This is an optimization exercise on Yosys and OpenROAD, whose aim is small area, a short achievable clock period and few clock cycles, not a production implementation.
Where RTL was checked, it was by simulation tests only, not by an equivalence proof against the original.
Power figures rest on the tool's default switching activity, not on a simulated workload.

==> module icache_ctrl, before the edit <==
module icache_ctrl #(
  parameter int unsigned LINES       = 16,
  parameter int unsigned MEM_LATENCY = 1
) (
  input  logic         clk,
  input  logic         reset,
  input  logic         pc_valid,
  input  logic [31:0]  pc,
  input  logic         flush,
  output logic [31:0]  inst,
  output logic         inst_valid,
  output logic         stall,
  output logic [31:0]  mem_address,
  input  logic [127:0] mem_dataline,
  output logic [31:0]  hit_count,
  output logic [31:0]  miss_count
);
  localparam int unsigned IDX   = $clog2(LINES);
  localparam int unsigned TAG_W = 28 - IDX;
  logic [27:0]        buf_line_q;     
  logic               buf_ok_q;       
  logic               pending_q;      
  logic [27:0]        buf_line_inc;
  logic               buf_hit;
  logic               next_line;
  logic               req;
  logic [31:0]        hit_count_q;
  logic [31:0]        miss_count_q;
  logic [LINES-1:0]   valid_q;
  logic [TAG_W-1:0]   tag_q [LINES];
  logic [IDX-1:0]     buf_idx;
  logic [TAG_W-1:0]   buf_tag;
  logic               buf_present;
  logic               lookup;
  logic               new_miss;
  assign req          = pc_valid && !flush && !reset;
  assign buf_hit      = buf_ok_q && (pc[31:4] == buf_line_q);
  assign buf_line_inc = buf_line_q + 28'd1;
  assign next_line    = buf_hit && (pc[3:2] == 2'd3);
  assign inst_valid  = req && buf_hit;
  assign stall       = pc_valid && !reset && (flush || !buf_hit);
  assign mem_address = {next_line ? buf_line_inc : pc[31:4], 4'b0000};
  assign buf_idx     = buf_line_q[IDX-1:0];
  assign buf_tag     = buf_line_q[27:IDX];
  assign buf_present = valid_q[buf_idx] && (tag_q[buf_idx] == buf_tag);
  assign lookup      = pending_q || inst_valid;
  assign new_miss    = lookup && !buf_present;
  assign hit_count   = hit_count_q;
  assign miss_count  = miss_count_q;
  always_comb begin
    case (pc[3:2])
      2'd0:    inst = mem_dataline[127:96];
      2'd1:    inst = mem_dataline[95:64];
      2'd2:    inst = mem_dataline[63:32];
      default: inst = mem_dataline[31:0];
    endcase
  end
  always_ff @(posedge clk or posedge reset) begin
    if (reset) begin
      buf_ok_q     <= 1'b0;
      pending_q    <= 1'b0;
      hit_count_q  <= 32'h0;
      miss_count_q <= 32'h0;
      valid_q      <= '0;
    end else begin
      buf_ok_q  <= !flush;
      pending_q <= req && !buf_hit;
      if (inst_valid && hit_count_q != 32'hFFFF_FFFF)
        hit_count_q <= hit_count_q + 32'd1;
      if (new_miss && miss_count_q != 32'hFFFF_FFFF)
        miss_count_q <= miss_count_q + 32'd1;
      if (flush)
        valid_q <= '0;
      else if (new_miss)
        valid_q[buf_idx] <= 1'b1;
    end
  end
  always_ff @(posedge clk) begin
    buf_line_q <= mem_address[31:4];
    if (new_miss)
      tag_q[buf_idx] <= buf_tag;
  end
endmodule
clock: 6.0 ns
lec_check: 0
cap_margin: 20
core_margin: 2
core_utilization: 40
slew_margin: 20
run.sh (not shown) runs the stock make flow with config.mk's settings and CLKGATE_MAP_FILE= SYNTH_SCRIPT=/design/flow/synth_recipe.tcl, a recipe that flattens the netlist after the stock synthesis.
Edit:
==> flow/design.v (replaced) <==
module icache_ctrl #(
  parameter int unsigned LINES       = 16,
  parameter int unsigned MEM_LATENCY = 1
) (
  input  logic         clk,
  input  logic         reset,
  input  logic         pc_valid,
  input  logic [31:0]  pc,
  input  logic         flush,
  output logic [31:0]  inst,
  output logic         inst_valid,
  output logic         stall,
  output logic [31:0]  mem_address,
  input  logic [127:0] mem_dataline,
  output logic [31:0]  hit_count,
  output logic [31:0]  miss_count
);
  localparam int unsigned IDX   = $clog2(LINES);
  localparam int unsigned TAG_W = 28 - IDX;
  logic [27:0]        buf_line_q;     
  logic               buf_ok_q;       
  logic [27:0]        buf_line_inc;
  logic               buf_hit;
  logic               next_line;
  logic [31:0]        hit_count_q;
  logic [31:0]        miss_count_q;
  logic [LINES-1:0]   valid_q;
  logic [TAG_W-1:0]   tag_q [LINES];
  logic [IDX-1:0]     req_idx;
  logic [TAG_W-1:0]   req_tag;
  logic               req;
  logic               tag_miss;
  logic               new_miss;
  assign req_idx  = pc[3+IDX:4];
  assign req_tag  = pc[31:4+IDX];
  assign req      = pc_valid && !flush && !reset;
  assign tag_miss = !(valid_q[req_idx] && (tag_q[req_idx] == req_tag));
  assign new_miss = req && tag_miss;
  assign buf_hit      = buf_ok_q && (pc[31:4] == buf_line_q);
  assign buf_line_inc = buf_line_q + 28'd1;
  assign next_line    = buf_hit && (pc[3:2] == 2'd3);
  assign inst_valid  = req && buf_hit;
  assign stall       = pc_valid && !reset && (flush || !buf_hit);
  assign mem_address = {next_line ? buf_line_inc : pc[31:4], 4'b0000};
  assign hit_count   = hit_count_q;
  assign miss_count  = miss_count_q;
  always_comb begin
    case (pc[3:2])
      2'd0:    inst = mem_dataline[127:96];
      2'd1:    inst = mem_dataline[95:64];
      2'd2:    inst = mem_dataline[63:32];
      default: inst = mem_dataline[31:0];
    endcase
  end
  always_ff @(posedge clk or posedge reset) begin
    if (reset) begin
      buf_ok_q     <= 1'b0;
      hit_count_q  <= 32'h0;
      miss_count_q <= 32'h0;
      valid_q      <= '0;
    end else begin
      buf_ok_q <= !flush;
      if (inst_valid && hit_count_q != 32'hFFFF_FFFF)
        hit_count_q <= hit_count_q + 32'd1;
      if (new_miss && miss_count_q != 32'hFFFF_FFFF)
        miss_count_q <= miss_count_q + 32'd1;
      if (flush)
        valid_q <= '0;
      else if (new_miss)
        valid_q[req_idx] <= 1'b1;
    end
  end
  always_ff @(posedge clk) begin
    buf_line_q <= mem_address[31:4];
    if (new_miss)
      tag_q[req_idx] <= req_tag;
  end
endmodule
Outcome: The new run completed with no timing, DRC or antenna violations; worst setup slack improved by 200 ps; die area is lower slightly; cell count came out lower slightly; worst hold slack improved by 7.5 ps; clock power fell by a few percent; synthesized area fell slightly.
Testbench counts after the change, summed over its fixed seeds: cycles 36,656.
No functional check of the RTL was part of the first run of this note.

========
icache_ctrl, a different RTL version from the one above (not shown whole).
For scale: about 1400 cells after synthesis, ~500 flip-flops, ~290 I/O pins.
==> module icache_ctrl, before the edit <==
module icache_ctrl #(
  parameter int unsigned LINES       = 16,
  parameter int unsigned MEM_LATENCY = 1
) (
  input  logic         clk,
  input  logic         reset,
  input  logic         pc_valid,
  input  logic [31:0]  pc,
  input  logic         flush,
  output logic [31:0]  inst,
  output logic         inst_valid,
  output logic         stall,
  output logic [31:0]  mem_address,
  input  logic [127:0] mem_dataline,
  output logic [31:0]  hit_count,
  output logic [31:0]  miss_count
);
  localparam int unsigned IDX   = $clog2(LINES);
  localparam int unsigned TAG_W = 28 - IDX;
  logic [27:0]        buf_line_q;     
  logic               buf_ok_q;       
  logic               cont_q;         
  logic               first_q;        
  logic               idx_eq_q;       
  logic               tag_miss_q;     
  logic [IDX:0]       carry;          
  logic [6:0]         line_ne;
  logic               buf_hit;
  logic               hit_en;
  logic               stall_en;
  logic               stall_hit;
  logic               served;
  logic               idx_eq;
  logic               next_lo;
  logic               lo_en;
  logic               idx_ne;
  logic               req;
  logic               start;
  logic [31:0]        hit_count_q;
  logic [31:0]        miss_count_q;
  logic               miss_add_q;
  logic [32:0]        hit_carry;
  logic [32:0]        miss_carry;
  logic [31:0]        miss_sum;
  logic [LINES-1:0]   valid_q;
  logic [TAG_W-1:0]   tag_q [LINES];
  logic [IDX-1:0]     buf_idx;
  logic [TAG_W-1:0]   buf_tag;
  logic [TAG_W-1:0]   slot_tag;
  logic               slot_valid;
  logic               buf_present;
  logic               pc_present;
  logic               new_miss;
  logic               fill;
  logic               fill_q;         
  logic               fill_same_q;    
  logic [IDX-1:0]     fill_idx;       
  assign req     = pc_valid && !flush && !reset;
  assign start   = req && !cont_q;
  for (genvar g = 0; g < 7; g++) begin : g_line_ne
    icache_ctrl_ne4 u_ne (.a(pc[4+4*g +: 4]), .b(buf_line_q[4*g +: 4]), .ne(line_ne[g]));
  end
  assign hit_en  = buf_ok_q && pc_valid && !flush && !reset;
  assign stall_en = buf_ok_q && !flush;
  icache_ctrl_match u_match_iv (.ne(line_ne), .en(hit_en),   .match(inst_valid));
  icache_ctrl_match u_match_st (.ne(line_ne), .en(stall_en), .match(stall_hit));
  icache_ctrl_match u_match    (.ne(line_ne), .en(buf_ok_q), .match(buf_hit));
  assign stall      = pc_valid && !reset && !stall_hit;
  assign served     = req && buf_hit;         
  icache_ctrl_prefix #(IDX) u_carry (.a(buf_line_q[IDX-1:0]), .p(carry));
  icache_ctrl_ne4 u_idx_ne (.a(pc[3+IDX:4]), .b(buf_line_q[IDX-1:0]), .ne(idx_ne));
  assign idx_eq  = !idx_ne;
  assign lo_en   = buf_ok_q && pc[3] && pc[2] && !carry[IDX];
  icache_ctrl_nor2 u_next_lo (.a(idx_ne), .b(!lo_en), .y(next_lo));
  always_comb begin
    mem_address[3:0] = 4'b0000;
    for (int i = 0; i < IDX; i++)
      mem_address[4+i] = pc[4+i] ^ (next_lo && carry[i]);
    mem_address[31:4+IDX] = pc[31:4+IDX];
  end
  assign buf_idx     = buf_line_q[IDX-1:0];
  assign buf_tag     = buf_line_q[27:IDX];
  assign slot_tag    = tag_q[buf_idx];
  assign slot_valid  = valid_q[buf_idx];
  assign buf_present = fill_same_q || (slot_valid && (slot_tag == buf_tag));
  assign pc_present  = fill_same_q ? !(|line_ne[6:1])
                                   : (slot_valid && (slot_tag == pc[31:4+IDX]));
  assign new_miss = (start && buf_hit && !buf_present) ||
                    (first_q && (idx_eq_q ? tag_miss_q : !buf_present));
  assign fill = served && !buf_present;
  assign fill_idx = fill_same_q ? buf_idx : buf_idx - IDX'(1);
  icache_ctrl_prefix #(32) u_hit_carry  (.a(hit_count_q),  .p(hit_carry));
  icache_ctrl_prefix #(32) u_miss_carry (.a(miss_count_q), .p(miss_carry));
  assign miss_sum = miss_count_q ^ ({32{miss_add_q && !miss_carry[32]}} & miss_carry[31:0]);
  assign hit_count  = hit_count_q;
  assign miss_count = miss_sum;
  always_comb begin
    case (pc[3:2])
      2'd0:    inst = mem_dataline[127:96];
      2'd1:    inst = mem_dataline[95:64];
      2'd2:    inst = mem_dataline[63:32];
      default: inst = mem_dataline[31:0];
    endcase
  end
  always_ff @(posedge clk or posedge reset) begin
    if (reset) begin
      buf_ok_q     <= 1'b0;
      cont_q       <= 1'b0;
      first_q      <= 1'b0;
      hit_count_q  <= 32'h0;
      miss_count_q <= 32'h0;
      miss_add_q   <= 1'b0;
      valid_q      <= '0;
      fill_q       <= 1'b0;
      fill_same_q  <= 1'b0;
    end else begin
      buf_ok_q <= !flush;
      cont_q   <= req && !buf_hit;
      first_q  <= start && !buf_hit;
      hit_count_q  <= hit_count_q ^ ({32{served && !hit_carry[32]}} & hit_carry[31:0]);
      miss_add_q   <= new_miss;
      miss_count_q <= miss_sum;
      fill_q <= fill;
      fill_same_q <= fill && !(pc[3] && pc[2] && !carry[IDX]);
      if (flush)
        valid_q <= '0;
      else if (fill_q)
        valid_q[fill_idx] <= 1'b1;
    end
  end
  always_ff @(posedge clk) begin
    buf_line_q <= mem_address[31:4];
    idx_eq_q   <= idx_eq;
    tag_miss_q <= !pc_present;
    if (fill_q)
      tag_q[fill_idx] <= buf_tag;
  end
endmodule
Settings: LEC_CHECK=0, CAP_MARGIN=20, CORE_MARGIN=2, CORE_UTILIZATION=40, SETUP_SLACK_MARGIN=2.5, SLEW_MARGIN=20, SYNTH_HIERARCHICAL=1; clock period 6.0 ns.
standard.sh (not shown) runs the stock make flow with config.mk's settings and CLKGATE_MAP_FILE= SYNTH_SCRIPT=/design/flow/synth_recipe.tcl, a recipe that flattens the netlist after the stock synthesis.
==> flow/flow/run.sh <==
#!/bin/bash
# Own layout flow: the standard synthesis unchanged, then the standard ORFS
# layout with sizing not tied to cell footprints, minimum-size port buffers,
# and a clock tree of smaller buffers without dummy loads.
set -euo pipefail
cd "$(dirname "$0")/.."
bash standard.sh synth > synth.log 2>&1
bash standard.sh \
  MATCH_CELL_FOOTPRINT=0 \
  "BUFFER_PORTS_ARGS=-buffer_cell sky130_fd_sc_hd__buf_1" \
  "CTS_ARGS=-sink_clustering_enable -repair_clock_nets -dont_use_dummy_load -buf_list sky130_fd_sc_hd__clkbuf_16 -sink_clustering_size 26 -sink_clustering_max_diameter 90" \
  finish > layout.log 2>&1
Testbench counts at the start, summed over its fixed seeds: cycles 37,210.
Edit:
--- a/flow/design.v
+++ b/flow/design.v
@@ -48,6 +48,8 @@
   logic [TAG_W-1:0]   buf_tag;
   logic [TAG_W-1:0]   slot_tag;
   logic               slot_valid;
+  logic [LINES-1:0]   idx_oh;         
+  logic [3:0]         word_oh;        
   logic               buf_present;
   logic               pc_present;
   logic               new_miss;
@@ -80,8 +82,17 @@
   end
   assign buf_idx     = buf_line_q[IDX-1:0];
   assign buf_tag     = buf_line_q[27:IDX];
-  assign slot_tag    = tag_q[buf_idx];
-  assign slot_valid  = valid_q[buf_idx];
+  for (genvar j = 0; j < LINES; j++) begin : g_idx_oh
+    assign idx_oh[j] = (buf_idx == IDX'(j));
+  end
+  for (genvar b = 0; b < TAG_W; b++) begin : g_slot
+    logic [LINES-1:0] col;
+    for (genvar j = 0; j < LINES; j++) begin : g_col
+      assign col[j] = tag_q[j][b];
+    end
+    icache_ctrl_sel16 u_sel (.sel(idx_oh), .d(col), .y(slot_tag[b]));
+  end
+  icache_ctrl_sel16 u_sel_valid (.sel(idx_oh), .d(valid_q), .y(slot_valid));
   assign buf_present = fill_same_q || (slot_valid && (slot_tag == buf_tag));
   assign pc_present  = fill_same_q ? !(|line_ne[6:1])
                                    : (slot_valid && (slot_tag == pc[31:4+IDX]));
@@ -94,13 +105,14 @@
   assign miss_sum = miss_count_q ^ ({32{miss_add_q && !miss_carry[32]}} & miss_carry[31:0]);
   assign hit_count  = hit_count_q;
   assign miss_count = miss_sum;
-  always_comb begin
-    case (pc[3:2])
-      2'd0:    inst = mem_dataline[127:96];
-      2'd1:    inst = mem_dataline[95:64];
-      2'd2:    inst = mem_dataline[63:32];
-      default: inst = mem_dataline[31:0];
-    endcase
+  for (genvar w = 0; w < 4; w++) begin : g_word_oh
+    assign word_oh[w] = (pc[3:2] == 2'(w));
+  end
+  for (genvar b = 0; b < 32; b++) begin : g_inst
+    icache_ctrl_sel4 u_sel (.sel(word_oh),
+                            .d({mem_dataline[b], mem_dataline[32+b], mem_dataline[64+b],
+                                mem_dataline[96+b]}),
+                            .y(inst[b]));
   end
   always_ff @(posedge clk or posedge reset) begin
     if (reset) begin
@@ -216,3 +228,27 @@
 );
   assign y = &a;
 endmodule
+module icache_ctrl_sel16 (
+  input  logic [15:0] sel,
+  input  logic [15:0] d,
+  output logic        y
+);
+  logic [3:0] part;
+  for (genvar k = 0; k < 4; k++) begin : g_part
+    icache_ctrl_sel4 u_s (.sel(sel[4*k +: 4]), .d(d[4*k +: 4]), .y(part[k]));
+  end
+  icache_ctrl_or4 u_o (.a(part), .y(y));
+endmodule
+module icache_ctrl_or4 (
+  input  logic [3:0] a,
+  output logic       y
+);
+  assign y = |a;
+endmodule
+module icache_ctrl_sel4 (
+  input  logic [3:0] sel,
+  input  logic [3:0] d,
+  output logic       y
+);
+  assign y = |(sel & d);
+endmodule
- design area drops by 6.2%
- synthesized cell count climbs by 8.2%
- sequential share of layout area climbs by 3.6 points
- utilization drops by 0.41 points
- routed wire length drops by 4.1%
- via count climbs by 4.2%
- hold slack gains 0.058 ns
Testbench counts after the change, summed over its fixed seeds: cycles 37,210.

static timing again, ports no longer ideal:
In the flow no input, the clock included, has a driving cell. The finished layouts below were timed again as built, in two steps.
Step 1 sets driving cells, clkbuf_16 on the clock port and buf_2 on the other inputs (assumed; they add their load-dependent delay and slew).
Step 2, shift: input delay + t, output delay - t, t = (earliest + latest rising clock arrival at the registers) / 2. This alone moves slack from input paths to output paths.
Slacks: ideal ports / drivers / drivers and shift; pairs: ideal ports / drivers.
run	t (ns)	slack for setup (ns)	worst hold slack (ns)	latest minus earliest clock arrival (ns)	worst register clock-pin slew, ns
the first run of note 1	0.651	0.232 / 0.177 / 0.209	0.482 / 0.482 / 0.482	0.033 / 0.033	0.07 / 0.07
the second run of note 1	0.666	0.431 / 0.410 / 0.376	0.489 / 0.489 / 0.489	0.045 / 0.045	0.06 / 0.06
the first run of note 2	0.627	2.461 / 2.388 / 2.037	0.432 / 0.432 / 0.432	0.069 / 0.068	0.11 / 0.11
the second run of note 2	0.615	2.440 / 2.368 / 2.368	0.490 / 0.490 / 0.490	0.099 / 0.100	0.10 / 0.10
After both steps every run listed still meets setup and hold. The setup slack of the first run of note 2, which loses most, moves by -0.073 ns with the drivers and by -0.424 ns with both steps.
